This design comes from an exercise in tuning for small area, a short achievable clock period and few clock cycles per item on the open sky130 flow, not from production work. Only simulation tests tie the RTL to the original design; equivalence was not proved. Power figures rest on the tool's default switching activity, not on a simulated workload.

the reference run:
// bitonic_sort_index_sequencer_core
module bitonic_sort_index_sequencer_core
#(
  parameter int unsigned MAX_LOG_SIZE = 16,
  parameter int unsigned MAX_STEP     = 64
) (
  input  logic            clk_i,
  input  logic            rst_ni,
  input  logic            psel,
  input  logic            penable,
  input  logic            pwrite,
  input  logic [2:0]      paddr,
  input  logic [31:0]     pwdata,
  output logic [31:0]     prdata,
  output logic            pready,
  input  logic            in_valid_i,
  output logic            in_stall_o,
  input  logic [bsis_pkg::CHW-1:0]  chunk_index_i,
  output logic            out_valid_o,
  input  logic            out_stall_i,
  output logic [bsis_pkg::IDXW-1:0] element_index_o,
  output logic            past_end_o,
  output logic            last_o
);
export LEC_CHECK = 0
export ABC_CLOCK_PERIOD_IN_PS = 2000
export CAP_MARGIN = 20
export CORE_MARGIN = 2
export CORE_UTILIZATION = 70
export CTS_BUF_LIST = sky130_fd_sc_hd__clkbuf_8
export CTS_CLUSTER_DIAMETER = 100
export CTS_CLUSTER_SIZE = 30
export SETUP_SLACK_MARGIN = 5
export SLEW_MARGIN = 20
create_clock -name core_clock -period 8.0 [get_ports {clk_i}]
run.sh (not shown) runs the stock make flow with config.mk's settings and CLKGATE_MAP_FILE= SYNTH_SCRIPT=/design/flow/synth_recipe.tcl, a recipe that flattens the netlist after the stock synthesis.
Having completed the whole flow, the reference run delivered a layout that passed the timing, DRC and antenna checks.
Testbench counts of the reference run, summed over its fixed seeds: cycles 144,866, items 135,995.
The following lists how the trial run was set up differently from the reference run:
Settings: CORE_UTILIZATION: 70 -> 60; CTS_CLUSTER_SIZE: 30 -> unset; CTS_CLUSTER_DIAMETER: 100 -> unset; ABC_CLOCK_PERIOD_IN_PS: 2000 -> 3000.
==> run notes <==
- Looking only at non-clock buffer count, and setting everything else aside, the lower value of the reference run and the trial run goes to the reference run.
- Between the reference run and the trial run, the post-placement worst setup slack is higher for the trial run.
- The trial run ends up with a clock-buffer cell count that is 1 higher than in the reference run.
- Looking at overall die height, the trial run sits above the reference run.
- Lower clock group share of total power goes to the reference run over the trial run.
- Against the reference run, total leakage power in the trial run rose by a few percent.
- Taking the reference run as the reference, in the trial run final critical-path share of the clock period has increased; die area has increased; count of multi-input combinational gates has remained practically unchanged; power has increased.
- The trial run gives less global-route usage over all layers than the reference run did.

========
Another version of the RTL of bitonic_sort_index_sequencer_core (not shown whole).
For scale: ~1400 cells after synthesis, ~160 flip-flops, ~120 I/O pins, ~0.012 mm^2 of cells after synthesis.
// bitonic_sort_index_sequencer_core
module bitonic_sort_index_sequencer_core
#(
  parameter int unsigned MAX_LOG_SIZE = 16,
  parameter int unsigned MAX_STEP     = 64
) (
  input  logic            clk_i,
  input  logic            rst_ni,
  input  logic            psel,
  input  logic            penable,
  input  logic            pwrite,
  input  logic [2:0]      paddr,
  input  logic [31:0]     pwdata,
  output logic [31:0]     prdata,
  output logic            pready,
  input  logic            in_valid_i,
  output logic            in_stall_o,
  input  logic [bsis_pkg::CHW-1:0]  chunk_index_i,
  output logic            out_valid_o,
  input  logic            out_stall_i,
  output logic [bsis_pkg::IDXW-1:0] element_index_o,
  output logic            past_end_o,
  output logic            last_o
);
  logic [4:0] log_q;
  logic [6:0] step_q;
  logic       sel_q;
  logic       cfg_wr;
  assign cfg_wr = psel && penable && pwrite;
  always_ff @(posedge clk_i or negedge rst_ni) begin
    if (!rst_ni) begin
      log_q  <= 5'd4;
      step_q <= 7'd8;
    end else if (cfg_wr) begin
      if (paddr[2]) step_q <= pwdata[6:0];
      else          log_q  <= pwdata[4:0];
    end
  end
  always_ff @(posedge clk_i) sel_q <= paddr[2];
  assign prdata = sel_q ? {25'd0, step_q} : {27'd0, log_q};
  assign pready = 1'b1;
  logic [4:0] n_eff;
  logic [6:0] s_eff;
  logic [5:0] km1;      
  assign n_eff = (log_q > 5'd16) ? 5'd16 : log_q;
  assign s_eff = (step_q == 7'd0) ? 7'd1 : (step_q > 7'd64) ? 7'd64 : step_q;
  assign km1   = 6'(s_eff - 7'd1);
  logic       valid_q, act_q, pend_q, chk_q, pseek_q, mbusy_q, ev_q;
  logic [2:0] ds_q;
  logic [15:0] o_q;       
  logic        past_o_q, last_q;
  logic [5:0]  k_q;       
  logic [15:0] m_q;       
  logic [16:0] sm_q;      
  logic        flip_q, sh_q, fr_q, past_q;   
  logic [24:0] e_q;       
  logic [30:0] p_q;       
  logic [4:0]  ac_q;      
  localparam logic [2:0] D_IDLE = 3'd0, D_S1 = 3'd1, D_S2 = 3'd2, D_M1 = 3'd3, D_M2 = 3'd4,
                         D_FILL = 3'd5;
  assign in_stall_o      = pend_q;
  assign out_valid_o     = valid_q;
  assign element_index_o = o_q;
  assign past_end_o      = past_o_q;
  assign last_o          = last_q;
  ...
==> flow/config.mk <==
export PLATFORM = sky130hd
export DESIGN_NAME = bitonic_sort_index_sequencer_core
export DESIGN_NICKNAME = bitonic_sort_index_sequencer_core
export VERILOG_FILES = /design/flow/design.v
export SDC_FILE = /design/flow/constraint.sdc
export NUM_CORES = 4
export LEC_CHECK = 0
export ABC_CLOCK_PERIOD_IN_PS = 2000
export CAP_MARGIN = 20
export CORE_MARGIN = 2
export CORE_UTILIZATION = 40
export SETUP_SLACK_MARGIN = 5
export SLEW_MARGIN = 20
==> flow/constraint.sdc <==
create_clock -name core_clock -period 8.0 [get_ports {clk_i}]
set_input_delay 1.6000 -clock core_clock [delete_from_list [all_inputs] [get_ports {clk_i}]]
set_output_delay 1.6000 -clock core_clock [all_outputs]
set_load 0.01 [all_outputs]
Testbench counts at the start, summed over its fixed seeds: cycles 145,252, items 135,995.
==> next run, changes <==
--- a/flow/config.mk
+++ b/flow/config.mk
@@ -11 +11 @@
-export CORE_UTILIZATION = 40
+export CORE_UTILIZATION = 60
Die area goes down by a quarter to a third.
Fmax is higher by a few percent.
Global-route usage grows by 11 points.
Combinational power hardly moves.
Clock-buffer cell count is unchanged.
Setup slack improves by 0.13 ns.
Final cell count drops by a few percent.
Utilization increases by 23 points.
First-iteration DRC count falls by a little under a tenth.
Critical path depth stays the same.

static timing again, ports no longer ideal:
The results above use ideal ports. As a check the final layouts listed here were re-extracted and re-timed, cells and wires unchanged.
Step 1 assumes that a clkbuf_16 drives the clock port and a buf_2 every other input.
Step 2 also shifts input and output timing later by t, the mid clock arrival at the registers, as if the neighbouring blocks saw the same clock.
a / b / c = no drivers / after step 1 / after step 2; a / b = the first two.
| run | t, ns | setup WS [ns] | worst hold slack (ns) | worst setup path after step 2 | worst slew at a driven data input, ns |
|---|---|---|---|---|---|
| the reference run | 0.514 | 4.987 / 4.943 / 4.561 | 0.525 / 0.525 / 0.525 | input to register | 0.05 |
| the trial run | 0.512 | 4.972 / 4.929 / 4.528 | 0.527 / 0.527 / 0.527 | input to register | 0.05 |
| the first run of note 2 | 0.486 | 4.818 / 4.818 / 4.567 | 0.517 / 0.517 / 0.517 | input to register | 0.05 |
| the second run of note 2 | 0.473 | 4.952 / 4.952 / 4.606 | 0.507 / 0.507 / 0.507 | input to register | 0.05 |
After both steps every run listed still meets setup and hold. The setup slack of the trial run, which loses most, moves by -0.043 ns with the drivers and by -0.444 ns with both steps.
